This is an optimization exercise on Yosys and OpenROAD, whose aim is small area and a short achievable clock period, not a production implementation.
The RTL was checked by simulation tests, not by an equivalence proof against the original design.
No activity file was given, so power comes from the tool's default toggle rates.

== run A ==
==> flow/design.v <==
package cnn_pkg;
    localparam int DATA_W   = 21;
    localparam int POOL_W   = DATA_W - 1;
    localparam int MAX_W    = 256;
    localparam int DIM_W    = 9;
    localparam int LB_DEPTH = MAX_W / 2;
    localparam int LB_AW    = $clog2(LB_DEPTH);
    localparam logic [DIM_W-1:0] MAX_W_DIM = DIM_W'(MAX_W);
    typedef enum logic {
        IDLE = 1'b0,
        RUN  = 1'b1
    } state_t;
endpackage
import cnn_pkg::*;
module pool_line_buffer
(
    input  logic              clk,
    input  logic              sh,
    input  logic [POOL_W-1:0] din,
    input  logic [7:0]        fsel,
    input  logic [15:0]       csel,
    output logic [POOL_W-1:0] tap
);
    localparam int NF = 8;
    localparam int NC = 119;
    logic [POOL_W-1:0] f [NF];
    logic [POOL_W-1:0] c [NC];
    logic [POOL_W-1:0] g;
    always_comb begin
        g = '0;
        for (int i = 0; i < NF; i++) begin
            g = g | (f[i] & {POOL_W{fsel[i]}});
        end
        tap = g & {POOL_W{csel[0]}};
        for (int a = 1; a < 16; a++) begin
            tap = tap | (c[8*a-2] & {POOL_W{csel[a]}});
        end
    end
    always_ff @(posedge clk) begin
        if (sh) begin
            f[0] <= din;
            for (int i = 1; i < NF; i++) begin
                f[i] <= f[i-1];
            end
            c[0] <= g;
            for (int j = 1; j < NC; j++) begin
                c[j] <= c[j-1];
            end
        end
    end
endmodule
import cnn_pkg::*;
module relu_maxpool
(
    input  logic              clk,
    input  logic              rst,
    input  logic              clear,
    input  logic              start,
    input  logic [DIM_W-1:0]  map_width,
    input  logic [DIM_W-1:0]  map_height,
    input  logic [DATA_W-1:0] in_data,
    input  logic              in_valid,
    output logic [POOL_W-1:0] out,
    output logic              done,
    output logic              frame_done,
    output logic              busy,
    output logic              cfg_err
);
    logic               busy_q, done_q, frame_done_q, cfg_err_q;
    logic [DIM_W-1:0]   w_q, ccnt_q, rcnt_q;      
    logic               lastc_q, lastr_q, codd_q, rodd_q;
    logic [POOL_W-1:0]  m_q;                      
    logic [POOL_W-1:0]  pm_q;                     
    logic [POOL_W-1:0]  lb_q;                     
    logic [POOL_W-1:0]  out_q;
    logic               sh_q;                     
    logic [7:0]         fsel_q;
    logic [15:0]        csel_q;
    logic               p1_q;
    logic               accept, pair_ev, dims_ok;
    logic [POOL_W-1:0]  vraw, m_d, pm_d, lb_d, tap;
    logic               neg, lb_use, lb_pm, lb_tap, lastp_q;
    logic [6:0]         sp1_q;
    logic [7:0]         fsel_d;
    logic [15:0]        csel_d;
    always_comb begin
        vraw    = in_data[POOL_W-1:0];
        neg     = in_data[DATA_W-1];
        accept  = busy_q && in_valid;
        pair_ev = accept && codd_q;
        dims_ok = (map_width >= DIM_W'(2)) && (map_width <= MAX_W_DIM) &&
                  (map_height >= DIM_W'(2));
        lb_use  = busy_q && (rodd_q ^ lastp_q);
        lb_pm   = lb_use && p1_q;
        lb_tap  = lb_use && !p1_q;
    end
    pool_max #(.GATED(1'b0)) u_max_even (.a(lb_q), .v(vraw), .neg(neg), .y(m_d),
                                         .k(1'b0), .t('0), .kt(1'b0), .yk());
    pool_max #(.GATED(1'b1)) u_max_odd  (.a(m_q),  .v(vraw), .neg(neg), .y(pm_d),
                                         .k(lb_pm), .t(tap), .kt(lb_tap), .yk(lb_d));
    always_comb begin
        fsel_d = '0;
        csel_d = '0;
        if (sp1_q <= 7'd8) begin
            fsel_d[sp1_q[2:0] - 3'd1] = 1'b1;
            csel_d[0] = 1'b1;
        end else begin
            fsel_d[sp1_q[2:0]] = 1'b1;
            csel_d[sp1_q[6:3]] = 1'b1;
        end
    end
    always_ff @(posedge clk) begin
        sp1_q  <= w_q[8] ? 7'd127 : w_q[7:1] - 7'd1;    
        p1_q   <= (w_q[8:1] == 8'd1);
        fsel_q <= fsel_d;
        csel_q <= csel_d;
    end
    always_ff @(posedge clk) begin
        if (rst || clear) begin
            busy_q       <= 1'b0;
            done_q       <= 1'b0;
            frame_done_q <= 1'b0;
            out_q        <= '0;
            if (rst) begin
                cfg_err_q <= 1'b0;
            end
        end else begin
            done_q       <= pair_ev && rodd_q;
            frame_done_q <= accept && lastc_q && lastr_q;
            if (!busy_q && start) begin
                if (dims_ok) begin
                    busy_q    <= 1'b1;
                    cfg_err_q <= 1'b0;
                end else begin
                    cfg_err_q <= 1'b1;
                end
            end
            if (accept && lastc_q && lastr_q) begin
                busy_q <= 1'b0;
            end
            if (pair_ev && rodd_q) begin
                out_q <= pm_d;
            end
        end
    end
    always_ff @(posedge clk) begin
        if (!busy_q && start) begin
            w_q     <= map_width;
            ccnt_q  <= map_width;
            rcnt_q  <= map_height;
            lastc_q <= 1'b0;
            lastp_q <= (map_width <= DIM_W'(3));
            lastr_q <= 1'b0;
            codd_q  <= 1'b0;
            rodd_q  <= 1'b0;
        end else if (accept) begin
            if (lastc_q) begin
                ccnt_q  <= w_q;
                lastc_q <= 1'b0;
                lastp_q <= (w_q <= DIM_W'(3));
                codd_q  <= 1'b0;
                rcnt_q  <= rcnt_q - DIM_W'(1);
                lastr_q <= (rcnt_q == DIM_W'(2));
                rodd_q  <= !rodd_q;
            end else begin
                ccnt_q  <= ccnt_q - DIM_W'(1);
                lastc_q <= (ccnt_q == DIM_W'(2));
                lastp_q <= (ccnt_q <= DIM_W'(3));
                codd_q  <= !codd_q;
            end
        end
        if (!codd_q) begin
            m_q <= m_d;
        end
        if (codd_q) begin
            pm_q <= pm_d;
        end
        if (codd_q || !busy_q) begin
            lb_q <= lb_d;
        end
        sh_q <= pair_ev;
    end
    pool_line_buffer u_line_buf (
        .clk  (clk),
        .sh   (sh_q),
        .din  (pm_q),
        .fsel (fsel_q),
        .csel (csel_q),
        .tap  (tap)
    );
    assign out        = out_q;
    assign done       = done_q;
    assign frame_done = frame_done_q;
    assign busy       = busy_q;
    assign cfg_err    = cfg_err_q;
endmodule
module pool_max
#(
    parameter bit GATED = 1'b0
)
(
    input  logic [POOL_W-1:0] a,
    input  logic [POOL_W-1:0] v,
    input  logic              neg,
    output logic [POOL_W-1:0] y,
    input  logic              k,
    input  logic [POOL_W-1:0] t,
    input  logic              kt,
    output logic [POOL_W-1:0] yk
);
    localparam int LV = $clog2(POOL_W);    
    logic [POOL_W-1:0] g [LV+1];
    logic [POOL_W-1:0] e [LV+1];
    for (genvar i = 0; i < POOL_W; i++) begin : g_bit0
        pool_max_bit u_b (.a(a[i]), .v(v[i]), .neg(neg), .g(g[0][i]), .e(e[0][i]));
    end
    for (genvar k = 0; k < LV; k++) begin : g_lv
        for (genvar i = 0; i < POOL_W; i++) begin : g_bit
            if (i + (1 << k) < POOL_W) begin : g_comb
                if (k % 2 == 0) begin : g_t
                    pool_max_ct u_c (.gh(g[k][i+(1<<k)]), .eh(e[k][i+(1<<k)]),
                                     .gl(g[k][i]), .el(e[k][i]),
                                     .gn(g[k+1][i]), .en(e[k+1][i]));
                end else begin : g_n
                    pool_max_cn u_c (.gnh(g[k][i+(1<<k)]), .enh(e[k][i+(1<<k)]),
                                     .gnl(g[k][i]), .enl(e[k][i]),
                                     .g(g[k+1][i]), .e(e[k+1][i]));
                end
            end else begin : g_pass
                pool_max_inv u_i (.a(g[k][i]), .y(g[k+1][i]));
                pool_max_inv u_j (.a(e[k][i]), .y(e[k+1][i]));
            end
        end
    end
    for (genvar i = 0; i < POOL_W; i++) begin : g_out
        if (i == POOL_W - 1) begin : g_top
            assign y[i]  = a[i] | (v[i] & ~neg);
            assign yk[i] = GATED ? ((k & y[i]) | (kt & t[i])) : 1'b0;
        end else begin : g_low
            pool_max_out u_o (.a(a[i]), .v(v[i]), .neg(neg),
                              .gn(g[LV][i+1]), .en(e[LV][i+1]), .y(y[i]));
            if (GATED) begin : g_k
                pool_max_outk u_k (.a(a[i]), .v(v[i]), .neg(neg),
                                   .gn(g[LV][i+1]), .en(e[LV][i+1]),
                                   .k(k), .t(t[i]), .kt(kt), .y(yk[i]));
            end else begin : g_nk
                assign yk[i] = 1'b0;
            end
        end
    end
endmodule
module pool_max_bit
(
    input  logic a,
    input  logic v,
    input  logic neg,
    output logic g,
    output logic e
);
    logic b;
    assign b = v & ~neg;
    assign g = a & ~b;
    assign e = ~(a ^ b);
endmodule
module pool_max_ct
(
    input  logic gh,
    input  logic eh,
    input  logic gl,
    input  logic el,
    output logic gn,
    output logic en
);
    assign gn = ~(gh | (eh & gl));
    assign en = ~(eh & el);
endmodule
module pool_max_cn
(
    input  logic gnh,
    input  logic enh,
    input  logic gnl,
    input  logic enl,
    output logic g,
    output logic e
);
    assign g = ~(gnh & (enh | gnl));
    assign e = ~(enh | enl);
endmodule
module pool_max_inv
(
    input  logic a,
    output logic y
);
    assign y = ~a;
endmodule
module pool_max_out
(
    input  logic a,
    input  logic v,
    input  logic neg,
    input  logic gn,
    input  logic en,
    output logic y
);
    logic b;
    assign b = v & ~neg;
    assign y = (a & ~(gn & en)) | (b & gn);
endmodule
module pool_max_outk
(
    input  logic a,
    input  logic v,
    input  logic neg,
    input  logic gn,
    input  logic en,
    input  logic k,
    input  logic t,
    input  logic kt,
    output logic y
);
    logic b;
    assign b = v & ~neg;
    assign y = (k & a & ~(gn & en)) | (k & b & gn) | (kt & t);
endmodule
export LEC_CHECK = 0
export CAP_MARGIN = 20
export CORE_MARGIN = 2
export CORE_UTILIZATION = 50
export CTS_CLUSTER_DIAMETER = 120
export CTS_CLUSTER_SIZE = 30
export SETUP_SLACK_MARGIN = 3.2
export SLEW_MARGIN = 20
export SYNTH_HIERARCHICAL = 1
create_clock -name core_clock -period 5.5 [get_ports {clk}]
run.sh (not shown) runs the stock make flow with config.mk's settings and CLKGATE_MAP_FILE= SYNTH_SCRIPT=/design/flow/synth_recipe.tcl, a recipe that flattens the netlist after the stock synthesis.
The inputs of run B differ from those of run A as listed below.
--- a/flow/design.v
+++ b/flow/design.v
@@ -75,32 +75,31 @@
     logic [POOL_W-1:0]  out_q;
     logic               sh_q;                     
     logic [7:0]         fsel_q;
     logic [15:0]        csel_q;
     logic               p1_q;
     logic               accept, pair_ev, dims_ok;
-    logic [POOL_W-1:0]  vraw, m_d, pm_d, lb_d, tap;
-    logic               neg, lb_use, lb_pm, lb_tap, lastp_q;
+    logic [POOL_W-1:0]  vraw, m_d, pm_d, lb_d, lbv, tap;
+    logic               neg, lb_use, lastp_q;
     logic [6:0]         sp1_q;
+    logic               rsel_q;                   
     logic [7:0]         fsel_d;
     logic [15:0]        csel_d;
     always_comb begin
         vraw    = in_data[POOL_W-1:0];
         neg     = in_data[DATA_W-1];
         accept  = busy_q && in_valid;
         pair_ev = accept && codd_q;
         dims_ok = (map_width >= DIM_W'(2)) && (map_width <= MAX_W_DIM) &&
                   (map_height >= DIM_W'(2));
         lb_use  = busy_q && (rodd_q ^ lastp_q);
-        lb_pm   = lb_use && p1_q;
-        lb_tap  = lb_use && !p1_q;
+        lb_d    = (lb_use && !p1_q) ? tap : '0;
+        lbv     = rsel_q ? pm_q : lb_q;
     end
-    pool_max #(.GATED(1'b0)) u_max_even (.a(lb_q), .v(vraw), .neg(neg), .y(m_d),
-                                         .k(1'b0), .t('0), .kt(1'b0), .yk());
-    pool_max #(.GATED(1'b1)) u_max_odd  (.a(m_q),  .v(vraw), .neg(neg), .y(pm_d),
-                                         .k(lb_pm), .t(tap), .kt(lb_tap), .yk(lb_d));
+    pool_max u_max_even (.a(lbv), .v(vraw), .neg(neg), .y(m_d));
+    pool_max u_max_odd  (.a(m_q), .v(vraw), .neg(neg), .y(pm_d));
     always_comb begin
         fsel_d = '0;
         csel_d = '0;
         if (sp1_q <= 7'd8) begin
             fsel_d[sp1_q[2:0] - 3'd1] = 1'b1;
             csel_d[0] = 1'b1;
@@ -150,21 +149,23 @@
             rcnt_q  <= map_height;
             lastc_q <= 1'b0;
             lastp_q <= (map_width <= DIM_W'(3));
             lastr_q <= 1'b0;
             codd_q  <= 1'b0;
             rodd_q  <= 1'b0;
+            rsel_q  <= 1'b0;
         end else if (accept) begin
             if (lastc_q) begin
                 ccnt_q  <= w_q;
                 lastc_q <= 1'b0;
                 lastp_q <= (w_q <= DIM_W'(3));
                 codd_q  <= 1'b0;
                 rcnt_q  <= rcnt_q - DIM_W'(1);
                 lastr_q <= (rcnt_q == DIM_W'(2));
                 rodd_q  <= !rodd_q;
+                rsel_q  <= p1_q && !rodd_q;
             end else begin
                 ccnt_q  <= ccnt_q - DIM_W'(1);
                 lastc_q <= (ccnt_q == DIM_W'(2));
                 lastp_q <= (ccnt_q <= DIM_W'(3));
                 codd_q  <= !codd_q;
             end
@@ -192,26 +193,19 @@
     assign done       = done_q;
     assign frame_done = frame_done_q;
     assign busy       = busy_q;
     assign cfg_err    = cfg_err_q;
 endmodule
 module pool_max
-#(
-    parameter bit GATED = 1'b0
-)
 (
     input  logic [POOL_W-1:0] a,
     input  logic [POOL_W-1:0] v,
     input  logic              neg,
-    output logic [POOL_W-1:0] y,
-    input  logic              k,
-    input  logic [POOL_W-1:0] t,
-    input  logic              kt,
-    output logic [POOL_W-1:0] yk
+    output logic [POOL_W-1:0] y
 );
-    localparam int LV = $clog2(POOL_W);    
+    localparam int LV = $clog2(POOL_W);
     logic [POOL_W-1:0] g [LV+1];
     logic [POOL_W-1:0] e [LV+1];
     for (genvar i = 0; i < POOL_W; i++) begin : g_bit0
         pool_max_bit u_b (.a(a[i]), .v(v[i]), .neg(neg), .g(g[0][i]), .e(e[0][i]));
     end
     for (genvar k = 0; k < LV; k++) begin : g_lv
@@ -231,24 +225,19 @@
                 pool_max_inv u_j (.a(e[k][i]), .y(e[k+1][i]));
             end
         end
     end
     for (genvar i = 0; i < POOL_W; i++) begin : g_out
         if (i == POOL_W - 1) begin : g_top
-            assign y[i]  = a[i] | (v[i] & ~neg);
-            assign yk[i] = GATED ? ((k & y[i]) | (kt & t[i])) : 1'b0;
-        end else begin : g_low
+            assign y[i] = a[i] | (v[i] & ~neg);
+        end else if (LV % 2 == 1) begin : g_low
             pool_max_out u_o (.a(a[i]), .v(v[i]), .neg(neg),
                               .gn(g[LV][i+1]), .en(e[LV][i+1]), .y(y[i]));
-            if (GATED) begin : g_k
-                pool_max_outk u_k (.a(a[i]), .v(v[i]), .neg(neg),
-                                   .gn(g[LV][i+1]), .en(e[LV][i+1]),
-                                   .k(k), .t(t[i]), .kt(kt), .y(yk[i]));
-            end else begin : g_nk
-                assign yk[i] = 1'b0;
-            end
+        end else begin : g_low_t
+            pool_max_out u_o (.a(a[i]), .v(v[i]), .neg(neg),
+                              .gn(~g[LV][i+1]), .en(~e[LV][i+1]), .y(y[i]));
         end
     end
 endmodule
 module pool_max_bit
 (
     input  logic a,
@@ -303,22 +292,6 @@
     output logic y
 );
     logic b;
     assign b = v & ~neg;
     assign y = (a & ~(gn & en)) | (b & gn);
 endmodule
-module pool_max_outk
-(
-    input  logic a,
-    input  logic v,
-    input  logic neg,
-    input  logic gn,
-    input  logic en,
-    input  logic k,
-    input  logic t,
-    input  logic kt,
-    output logic y
-);
-    logic b;
-    assign b = v & ~neg;
-    assign y = (k & a & ~(gn & en)) | (k & b & gn) | (kt & t);
-endmodule
Results
- Run A and run B ended up with nearly the same proportion of total power due to net switching.
- In the metrics for run A and run B, the one carrying the higher number of global-route vias before repair is run A.
- Critical path depth was lower in the run labelled run A.
- In the tables for run A and run B, number of vias after detailed routing reads higher with run A.
- Per-instance average area after synthesis was lower in run A than in run B.
- | initial cell density of the core | run A vs run B | ≈ equal |
- In the tables for run A and run B, fraction of met3 tracks used by global routing reads lower with run A.

-- port drivers added, routing unchanged --
The results above use ideal ports. As a check the final layouts listed here were re-extracted and re-timed, cells and wires unchanged. Step 1: set_driving_cell puts a clkbuf_16 on clk and a buf_2 on each other input, an assumption about the parent block. Step 2 times the ports against the registers' clock, not the clock port: input delays grow and output delays shrink by t, the midpoint of the rising clock arrivals with the driver on. a / b / c = ideal / step 1 / step 2; a / b = the first two.
| run | t, ns | setup WS [ns] | hold WS [ns] | pins driven straight from the clock port |
|---|---|---|---|---|
| run A | 0.826 | 3.060 / 2.978 / 2.152 | 0.411 / 0.411 / 0.411 | 1 |
| run B | 0.831 | 3.021 / 3.021 / 2.377 | 0.396 / 0.396 / 0.396 | 1 |
After both steps setup and hold are still met in every run listed. For run A, which loses most, drivers alone change the setup slack by -0.082 ns; drivers and shift together by -0.908 ns.
